This design comes from an exercise in tuning for small area, a short achievable clock period and few clock cycles per item on the open sky130 flow, not from production work.
Only simulation tests tie the RTL to the original design; equivalence was not proved.
Power and IR drop assume default switching activity.

**config.mk**
```make
export PLATFORM = sky130hd
export DESIGN_NAME = battleship
export DESIGN_NICKNAME = battleship
export VERILOG_FILES = /design/flow/design.v
export SDC_FILE = /design/flow/constraint.sdc
export NUM_CORES = 4
export LEC_CHECK = 0
export CAP_MARGIN = 20
export CORE_MARGIN = 2
export CORE_UTILIZATION = 40
export SLEW_MARGIN = 20
```
**constraint.sdc**
```tcl
create_clock -name core_clock -period 6.0 [get_ports {clk}]
set_input_delay 1.2000 -clock core_clock [delete_from_list [all_inputs] [get_ports {clk}]]
set_output_delay 1.2000 -clock core_clock [all_outputs]
set_load 0.01 [all_outputs]
```
**design.v**
```verilog
`default_nettype none
package battleship_pkg;
    localparam int BOARD_SIZE  = 10;
    localparam int COORD_W     = 4;
    localparam int NUM_SHIPS   = 5;
    localparam int SHIP_IDX_W  = 3;
    localparam int SHIP_LEN_W  = 3;
    localparam int FLEET_CELLS = 17;
    localparam int HITS_W      = 5;
    localparam logic [NUM_SHIPS*SHIP_LEN_W-1:0] SHIP_LENGTHS =
        {3'd2, 3'd3, 3'd3, 3'd4, 3'd5};
    typedef enum logic [1:0] {
        CELL_EMPTY = 2'b00,
        CELL_MISS  = 2'b01,
        CELL_HIT   = 2'b10,
        CELL_SHIP  = 2'b11
    } cell_t;
    typedef enum logic [3:0] {
        RES_PLACED,
        RES_OFF_BOARD,
        RES_OVERLAP,
        RES_WRONG_PLAYER,
        RES_MISS,
        RES_HIT,
        RES_REPEAT,
        RES_WIN,
        RES_GAME_OVER
    } result_t;
endpackage
`default_nettype wire
`timescale 1ns/100ps
`default_nettype none
module board_mem (
    input  logic                                clk,
    input  logic                                reset,
    input  logic                                write_enable,
    input  logic                                read_enable,
    input  logic [battleship_pkg::COORD_W-1:0]  row,
    input  logic [battleship_pkg::COORD_W-1:0]  col,
    input  battleship_pkg::cell_t               write_data,
    output battleship_pkg::cell_t               read_data
);
    localparam int NUM_CELLS = battleship_pkg::BOARD_SIZE * battleship_pkg::BOARD_SIZE;
    logic [1:0] cells [0:NUM_CELLS-1];
    logic [6:0] index;
    assign index = 7'(row) * 7'(battleship_pkg::BOARD_SIZE) + 7'(col);
    always_ff @(posedge clk)
    begin
        if (reset)
        begin
            for (int i = 0; i < NUM_CELLS; i++)
            begin
                cells[i] <= battleship_pkg::CELL_EMPTY;
            end
        end
        else if (write_enable)
        begin
            cells[index] <= write_data;
        end
    end
    always_ff @(posedge clk)
    begin
        if (read_enable)
        begin
            read_data <= battleship_pkg::cell_t'(cells[index]);
        end
    end
endmodule
`default_nettype wire
`timescale 1ns/100ps
`default_nettype none
module cell_walker (
    input  logic                                   clk,
    input  logic                                   reset,
    input  logic                                   walk_start,
    input  logic                                   step,
    input  logic                                   direction,
    input  logic [battleship_pkg::COORD_W-1:0]     start_row,
    input  logic [battleship_pkg::COORD_W-1:0]     start_col,
    input  logic [battleship_pkg::SHIP_LEN_W-1:0]  ship_len,
    output logic [battleship_pkg::COORD_W-1:0]     row,
    output logic [battleship_pkg::COORD_W-1:0]     col,
    output logic                                   on_board,
    output logic                                   walk_last
);
    logic [battleship_pkg::SHIP_LEN_W-1:0] count;
    logic [battleship_pkg::COORD_W:0]      run_end;
    logic                  fits;
    assign run_end = (direction ? {1'b0, start_col} : {1'b0, start_row})
                     + {{(battleship_pkg::COORD_W + 1 - battleship_pkg::SHIP_LEN_W){1'b0}}, ship_len};
    assign fits = (start_row < battleship_pkg::COORD_W'(battleship_pkg::BOARD_SIZE)) &&
                  (start_col < battleship_pkg::COORD_W'(battleship_pkg::BOARD_SIZE)) &&
                  (run_end <= (battleship_pkg::COORD_W + 1)'(battleship_pkg::BOARD_SIZE));
    always_ff @(posedge clk)
    begin
        if (reset)
        begin
            row      <= '0;
            col      <= '0;
            count    <= '0;
            on_board <= 1'b0;
        end
        else if (walk_start)
        begin
            row      <= start_row;
            col      <= start_col;
            count    <= '0;
            on_board <= fits;
        end
        else if (step)
        begin
            if (direction)
                col <= col + 1'b1;
            else
                row <= row + 1'b1;
            count <= count + 1'b1;
        end
    end
    assign walk_last = (count == ship_len - 1'b1);
endmodule
`default_nettype wire
`timescale 1ns/100ps
`default_nettype none
module fleet_tracker (
    input  logic                                   clk,
    input  logic                                   reset,
    input  logic                                   sel_player,
    input  logic                                   ship_placed,
    input  logic                                   hit_scored,
    output logic [battleship_pkg::SHIP_LEN_W-1:0]  ship_len,
    output logic                                   fleet_placed,
    output logic                                   fleet_sunk
);
    logic [battleship_pkg::SHIP_IDX_W-1:0] ship_idx  [0:1];
    logic [battleship_pkg::HITS_W-1:0]     hits_left [0:1];
    always_ff @(posedge clk)
    begin
        if (reset)
        begin
            for (int p = 0; p < 2; p++)
            begin
                ship_idx[p]  <= '0;
                hits_left[p] <= battleship_pkg::HITS_W'(battleship_pkg::FLEET_CELLS);
            end
        end
        else
        begin
            if (ship_placed)
            begin
                ship_idx[sel_player] <= ship_idx[sel_player] + 1'b1;
            end
            if (hit_scored)
            begin
                hits_left[sel_player] <= hits_left[sel_player] - 1'b1;
            end
        end
    end
    assign fleet_placed = (ship_idx[sel_player] == battleship_pkg::SHIP_IDX_W'(battleship_pkg::NUM_SHIPS));
    assign fleet_sunk   = (hits_left[sel_player] == '0);
    assign ship_len = fleet_placed ? '0 : battleship_pkg::SHIP_LENGTHS[ship_idx[sel_player]*battleship_pkg::SHIP_LEN_W +: battleship_pkg::SHIP_LEN_W];
endmodule
`default_nettype wire
`timescale 1ns/100ps
`default_nettype none
module game_controller (
    input  logic                                   clk,
    input  logic                                   reset,
    input  logic                                   cmd_valid,
    output logic                                   cmd_ready,
    input  logic                                   player,
    input  logic                                   direction,
    input  logic [battleship_pkg::COORD_W-1:0]     row,
    input  logic [battleship_pkg::COORD_W-1:0]     col,
    output logic                                   result_valid,
    output battleship_pkg::result_t                result,
    output logic                                   game_over,
    output logic                                   winner,
    output logic                                   walk_start,
    output logic                                   step,
    output logic                                   walk_dir,
    output logic [battleship_pkg::COORD_W-1:0]     start_row,
    output logic [battleship_pkg::COORD_W-1:0]     start_col,
    output logic [battleship_pkg::SHIP_LEN_W-1:0]  walk_len,
    input  logic                                   on_board,
    input  logic                                   walk_last,
    output logic                                   sel_player,
    output logic                                   ship_placed,
    output logic                                   hit_scored,
    input  logic [battleship_pkg::SHIP_LEN_W-1:0]  ship_len,
    input  logic                                   fleet_placed,
    input  logic                                   fleet_sunk,
    output logic                                   board0_write_enable,
    output logic                                   board0_read_enable,
    output battleship_pkg::cell_t                  board0_write_data,
    input  battleship_pkg::cell_t                  board0_read_data,
    output logic                                   board1_write_enable,
    output logic                                   board1_read_enable,
    output battleship_pkg::cell_t                  board1_write_data,
    input  battleship_pkg::cell_t                  board1_read_data
);
    typedef enum logic [3:0] {
        S_IDLE, S_CHECK, S_BOUNDS, S_READ, S_SCAN,
        S_MARK, S_SHOT, S_HIT_CHK, S_RESULT
    } state_t;
    state_t               state, next_state;
    logic                 place_phase, expected;
    logic                 game_over_q, winner_q;
    logic                 cmd_player, cmd_dir;
    logic [battleship_pkg::COORD_W-1:0]   cmd_row, cmd_col;
    battleship_pkg::result_t              result_q, res_next;
    logic                 finish, swap_turn, set_win;
    logic                 read_cell, write_cell, target;
    battleship_pkg::cell_t                cell_data, rd_data;
    assign target     = place_phase ? cmd_player : ~cmd_player;
    assign rd_data    = target ? board1_read_data : board0_read_data;
    assign sel_player = place_phase ? expected : ~expected;
    assign board0_read_enable  = read_cell & ~target;
    assign board1_read_enable  = read_cell & target;
    assign board0_write_enable = write_cell & ~target;
    assign board1_write_enable = write_cell & target;
    assign board0_write_data   = cell_data;
    assign board1_write_data   = cell_data;
    assign walk_dir  = cmd_dir;
    assign start_row = cmd_row;
    assign start_col = cmd_col;
    assign walk_len  = place_phase ? ship_len : battleship_pkg::SHIP_LEN_W'(1);
    assign cmd_ready    = (state == S_IDLE);
    assign result_valid = (state == S_RESULT);
    assign result       = result_q;
    assign game_over    = game_over_q;
    assign winner       = winner_q;
    always_comb
    begin
        next_state  = state;
        finish      = 1'b0;
        res_next    = battleship_pkg::RES_PLACED;
        walk_start  = 1'b0;
        step        = 1'b0;
        read_cell   = 1'b0;
        write_cell  = 1'b0;
        cell_data   = battleship_pkg::CELL_EMPTY;
        ship_placed = 1'b0;
        hit_scored  = 1'b0;
        swap_turn   = 1'b0;
        set_win     = 1'b0;
        case (state)
            S_IDLE:
                if (cmd_valid)
                    next_state = S_CHECK;
            S_CHECK:
            begin
                if (game_over_q)
                begin
                    finish   = 1'b1;
                    res_next = battleship_pkg::RES_GAME_OVER;
                end
                else if (cmd_player != expected)
                begin
                    finish   = 1'b1;
                    res_next = battleship_pkg::RES_WRONG_PLAYER;
                end
                else
                begin
                    walk_start = 1'b1;
                    next_state = S_BOUNDS;
                end
            end
            S_BOUNDS:
            begin
                if (!on_board)
                begin
                    finish   = 1'b1;
                    res_next = battleship_pkg::RES_OFF_BOARD;
                end
                else
                    next_state = S_READ;
            end
            S_READ:
            begin
                read_cell  = 1'b1;
                next_state = place_phase ? S_SCAN : S_SHOT;
            end
            S_SCAN:
            begin
                if (rd_data != battleship_pkg::CELL_EMPTY)
                begin
                    finish   = 1'b1;
                    res_next = battleship_pkg::RES_OVERLAP;
                end
                else if (walk_last)
                begin
                    walk_start = 1'b1;
                    next_state = S_MARK;
                end
                else
                begin
                    step       = 1'b1;
                    next_state = S_READ;
                end
            end
            S_MARK:
            begin
                write_cell = 1'b1;
                cell_data  = battleship_pkg::CELL_SHIP;
                if (walk_last)
                begin
                    ship_placed = 1'b1;
                    finish      = 1'b1;
                    res_next    = battleship_pkg::RES_PLACED;
                end
                else
                    step = 1'b1;
            end
            S_SHOT:
            begin
                case (rd_data)
                    battleship_pkg::CELL_EMPTY:
                    begin
                        write_cell = 1'b1;
                        cell_data  = battleship_pkg::CELL_MISS;
                        swap_turn  = 1'b1;
                        finish     = 1'b1;
                        res_next   = battleship_pkg::RES_MISS;
                    end
                    battleship_pkg::CELL_SHIP:
                    begin
                        write_cell = 1'b1;
                        cell_data  = battleship_pkg::CELL_HIT;
                        hit_scored = 1'b1;
                        next_state = S_HIT_CHK;
                    end
                    default:
                    begin
                        finish   = 1'b1;
                        res_next = battleship_pkg::RES_REPEAT;
                    end
                endcase
            end
            S_HIT_CHK:
            begin
                finish   = 1'b1;
                set_win  = fleet_sunk;
                res_next = fleet_sunk ? battleship_pkg::RES_WIN : battleship_pkg::RES_HIT;
            end
            S_RESULT:
                next_state = S_IDLE;
            default:
                next_state = S_IDLE;
        endcase
        if (finish)
            next_state = S_RESULT;
    end
    always_ff @(posedge clk)
    begin
        if (reset)
        begin
            state       <= S_IDLE;
            place_phase <= 1'b1;
            expected    <= 1'b0;
            game_over_q <= 1'b0;
            winner_q    <= 1'b0;
        end
        else
        begin
            state <= next_state;
            if (swap_turn)
                expected <= ~expected;
            if (set_win)
            begin
                game_over_q <= 1'b1;
                winner_q    <= expected;
            end
            if (state == S_RESULT && place_phase && fleet_placed)
            begin
                if (expected)
                begin
                    place_phase <= 1'b0;
                    expected    <= 1'b0;
                end
                else
                    expected <= 1'b1;
            end
        end
    end
    always_ff @(posedge clk)
    begin
        if (cmd_valid && cmd_ready)
        begin
            cmd_player <= player;
            cmd_dir    <= direction;
            cmd_row    <= row;
            cmd_col    <= col;
        end
        if (finish)
            result_q <= res_next;
    end
endmodule
`default_nettype wire
`timescale 1ns/100ps
`default_nettype none
module battleship (
    input  logic                                clk,
    input  logic                                reset,
    input  logic                                cmd_valid,
    output logic                                cmd_ready,
    input  logic                                player,
    input  logic                                direction,
    input  logic [battleship_pkg::COORD_W-1:0]  row,
    input  logic [battleship_pkg::COORD_W-1:0]  col,
    output logic                                result_valid,
    output battleship_pkg::result_t             result,
    output logic                                game_over,
    output logic                                winner
);
    logic                  walk_start, step, walk_dir, on_board, walk_last;
    logic [battleship_pkg::COORD_W-1:0]    start_row, start_col, addr_row, addr_col;
    logic [battleship_pkg::SHIP_LEN_W-1:0] walk_len, ship_len;
    logic                  sel_player, ship_placed, hit_scored;
    logic                  fleet_placed, fleet_sunk;
    logic                  b0_we, b0_re, b1_we, b1_re;
    battleship_pkg::cell_t                 b0_wdata, b0_rdata, b1_wdata, b1_rdata;
    game_controller ctrl0 (
        .clk, .reset, .cmd_valid, .cmd_ready, .player, .direction,
        .row, .col, .result_valid, .result, .game_over, .winner,
        .walk_start, .step, .walk_dir, .start_row, .start_col,
        .walk_len, .on_board, .walk_last,
        .sel_player, .ship_placed, .hit_scored, .ship_len,
        .fleet_placed, .fleet_sunk,
        .board0_write_enable (b0_we),
        .board0_read_enable  (b0_re),
        .board0_write_data   (b0_wdata),
        .board0_read_data    (b0_rdata),
        .board1_write_enable (b1_we),
        .board1_read_enable  (b1_re),
        .board1_write_data   (b1_wdata),
        .board1_read_data    (b1_rdata)
    );
    cell_walker walker0 (
        .clk, .reset, .walk_start, .step,
        .direction (walk_dir),
        .start_row, .start_col,
        .ship_len  (walk_len),
        .row       (addr_row),
        .col       (addr_col),
        .on_board, .walk_last
    );
    fleet_tracker fleet0 (
        .clk, .reset, .sel_player, .ship_placed, .hit_scored,
        .ship_len, .fleet_placed, .fleet_sunk
    );
    board_mem board0 (
        .clk, .reset,
        .write_enable (b0_we),
        .read_enable  (b0_re),
        .row          (addr_row),
        .col          (addr_col),
        .write_data   (b0_wdata),
        .read_data    (b0_rdata)
    );
    board_mem board1 (
        .clk, .reset,
        .write_enable (b1_we),
        .read_enable  (b1_re),
        .row          (addr_row),
        .col          (addr_col),
        .write_data   (b1_wdata),
        .read_data    (b1_rdata)
    );
endmodule
`default_nettype wire
```
**run.sh**
```bash
#!/bin/bash
# synth_recipe.tcl (not shown) runs the flow's synth.tcl, then flattens the netlist and writes it again
# the make line also repeats each setting of config.mk as NAME=value (left out here)
make -C /OpenROAD-flow-scripts/flow DESIGN_CONFIG=/design/flow/config.mk WORK_HOME=/design/flow/orfs CLKGATE_MAP_FILE= SYNTH_SCRIPT=/design/flow/synth_recipe.tcl finish
```
==> flow_summary.ini <==
[synthesis]
yosysTopAreaCell = edfxtp_1
synth-edff-count = 546
synthesis.nets = 2337
syn_area_per_cell_um2 = 11.97
ys_types = 75
synth.top_cell.area_share_pct = 59.45
synth_flop_cell = edfxtp_1
ys_ff_latch = 566
yosysWarningCount = 4
netlist_instances = 2304
synth-seq-area-share_pct = 60.90
synth_area_um2 = 27580
ys_async_sr_fraction_pct = 0
yosys-top-cells-area = edfxtp_1 (59%), nor2_1 (7.3%), o21bai_1 (5.5%), mux4_2 (2.8%), mux2i_1 (2.7%)

[sta]
fin_setup_tns_ps = 0
drv_slew = 0
setup_ws_ps = 1369
hold_viol = 0
max_freq_mhz = 215.9
rsz0062_at_grt = no
worst_pin_slew_ps = 1162
period_needed_ps = 4631
setup_viol = 0
relSlewSlack_pct = 22.37
fin_crit_sh_pct = 77.19
finalClockSkew_ps = 26.52

[hold_path]
min_path_type = reg2reg

[pwr]
switching_share_pct = 36.08
combPwrFrac_pct = 32.7
p_leak_nw = 9.362
p_per_area_nw_per_um2 = 408.4
p_switching_mw = 4.484
vdd_drop_max_mv = 0.2811
pwr-share-clk_pct = 30.0
p_seq_share_pct = 37.3
p_int_mw = 7.944

[placement]
post-place-ws_ps = 1456
hpwl_um = 53640
dp.cells = 3027
port_buffers = 20
gp_congestion = 0.8927

[global_routing]
grt_max_degree = 95
grt_pass1_vias = 19119
grt_util_met2_pct = 38.92
grt_antenna_before_repair = 0
overflow = 0
use_met3_pct = 5.600
grt_first_pass_wirelength_um = 128200
grt_usage_pct = 24.57
grt_busiest_layer = met2
gr-usage-met1_pct = 32.41

[clock_tree]
cts_tree = built
clk_path_buf_depth = 3
cts_root_buffer = clkbuf_16
cts_buffers = 58
post_cts_buffers = 0
worstSkewPairLatency_ps = 640
clk_pin_slew_ps = 60
htree_levels = 2
cts.repair.resized = 0
cts.sinks = 566
cts_hold_buf = 0

[worst_setup_path]
startpoint_type = flop
worstPathRequired_ps = 6290
r2r_end = board0.cells[46][1]
cp-end-kind = flop
ff2ff_setup_slack_ps = 1370
r2r_start = walker0.row[1]
cp_max_fo = 48
max_stage_delay_ps = 910
path_class = reg2reg
cp-startpoint = walker0.row[1]
r2r_cells = 8
crit_top_cell = ha_1
critPathSlowestCell = nand3_2
cp.arrival_ps = 4920
endpoint = board0.cells[46][1]
worstPathCellList = ha_1 > ha_1 > fa_1 > xnor2_1 > nand2_1 > o21ai_0 > nand3_2 > o21bai_1

[drt]
ant_nets = 0
drcViolationCount = 0
drt_iter0_markers = 2656
wl_per_cell_um = 28.00
num_vias = 19552
drt_wl_total_um = 87900
vias_per_cell = 6.229
first_pass_iters = 6

[final_layout]
layout_common_cells = edfxtp_1 (546), nor2_1 (532), o21bai_1 (202)
final_util_pct = 44.44
num_antenna_cells = 0
layout-drive-gt1-share_pct = 12.14
area_delta_synth_final_pct = 10.34
final_cell_count_no_fill = 3139
layout_commonest_cell = edfxtp_1
nets = 2241

[die]
initial_core_util_pct = 40.28
num_rows = 96
chipHeight_um = 266.6
dieArea_um2 = 71060
ios = 21
die_w_um = 266.6
core-area_um2 = 68470

[run_status]
outcome = no timing/DRC/antenna violations

[flow_run]
max_cap_viol_count = 0
flip-flops by register name, summed over array words and instances, names as in the netlist, 2 cells and up:
signal,flops
ctrl0.result_q,4
walker0.col,4
ctrl0.state,4
board1.read_data,2
walker0.count,3
board0.read_data,2
board1.cells,256
ctrl0.cmd_row,4
board0.cells,256
fleet0.ship_idx,6
ctrl0.cmd_col,4
fleet0.hits_left,10
walker0.row,4
synth_stat cells, types with 15 or more instances:
library cell  instances
ha_1                 17
o22ai_1              19
mux4_2               34
buf_1                15
a22oi_1              37
buf_2                65
mux2_2               54
mux2i_1              75
edfxtp_1            546
inv_1                16
o21bai_1            202
a221oi_1             51
nor3_1               17
o21ai_0              38
nand3_1              24
xnor2_1              17
nand2_1              95
dfxtp_1              20
a211oi_1             20
a21oi_1              40
nor2_1              535
clkbuf_1            143
nand2b_1             15
logic make-up (layout without fill, tap and decap cells):
family,after synthesis,in the layout,synth area share (%)
AO/OA/AOI/OAI,516,516,14.06
flip-flops,566,566,60.90
XOR/XNOR,29,29,0.9482
buffers and inverters,252,205,3.915
adder cells (fa/ha/maj),20,20,0.9891
AND/OR/NAND/NOR,758,758,11.48
multiplexers,163,163,7.704
per-stage QoR:
step           area, um2  hold WS (ps)  total power [mW]
2_1_floorplan      27580         444.6             7.244
3_3_place_gp       28410         502.3             8.597
3_5_place_dp       28410         494.6             8.626
4_1_cts            30340         515.3             12.31
5_1_grt            30430         538.3             12.78
6_report           30430         511.7             12.43
per-layer routing:
layer | vias to the layer above | routed length, um
met5 | - | 0
met4 | 0 | 4215
met3 | 263 | 9661
met2 | 1218 | 40190
met1 | 9730 | 33830
li1 | 8341 | -
critical path, delay by kind of cell, from the launching register on:
family,cells,cell delay (ps)
flops,1,460
simple gates,2,1020
xor+xnor,1,650
fa+ha+maj,3,900
compound gates,2,1240
power by group through the flow:
stage	Combinational, mW	Sequential (mW)	Clock [mW]
CTS	3.93	4.64	3.75
global route	4.23	4.65	3.90
global placement	3.88	4.71	0
finish	4.07	4.64	3.73
floorplan	2.63	4.62	0
detailed placement	3.91	4.72	0
worst min-delay path by stage:
| stage | startpoint | endpoint | depth (start not counted) |
|---|---|---|---|
| finish | ctrl0.winner_q | ctrl0.winner_q | 2 |
| global placement | ctrl0.winner_q | ctrl0.winner_q | 2 |
| floorplan | walker0.on_board | walker0.on_board | 2 |
| CTS | ctrl0.winner_q | ctrl0.winner_q | 2 |
| detailed placement | ctrl0.winner_q | ctrl0.winner_q | 2 |
| global route | ctrl0.winner_q | ctrl0.winner_q | 2 |
layout make-up:
cell class	count	area, um2
fill	6153	38040
sequential	566	16800
multi-input combinational	1486	9811
clock buffer	73	1529
tap	882	1104
timing repair buffer	79	721.9
clock inverter	36	399.1
inverter	17	63.81
Testbench counts, summed over its fixed seeds: cycles 15,644, commands 2,269.

-- afterwards: timing with drivers on the ports --
The flow's constraints put no driver on any port. The routed layout listed below was extracted and timed again, unchanged, in two steps. Step 1: set_driving_cell puts a clkbuf_16 on clk and a buf_2 on each other input, an assumption about the parent block. Step 2 also shifts input and output timing later by t, the mid clock arrival at the registers, as if the neighbouring blocks saw the same clock. Three values: ideal, step 1, step 2; two values: the first two.
t, ns: 0.697
slack for setup (ns): 1.369 / 1.369 / 1.369
worst setup path after step 2: register to register
After both steps this run still meets setup and hold. The setup slack of this run moves by 0.000 ns with the drivers and by 0.000 ns with both steps.
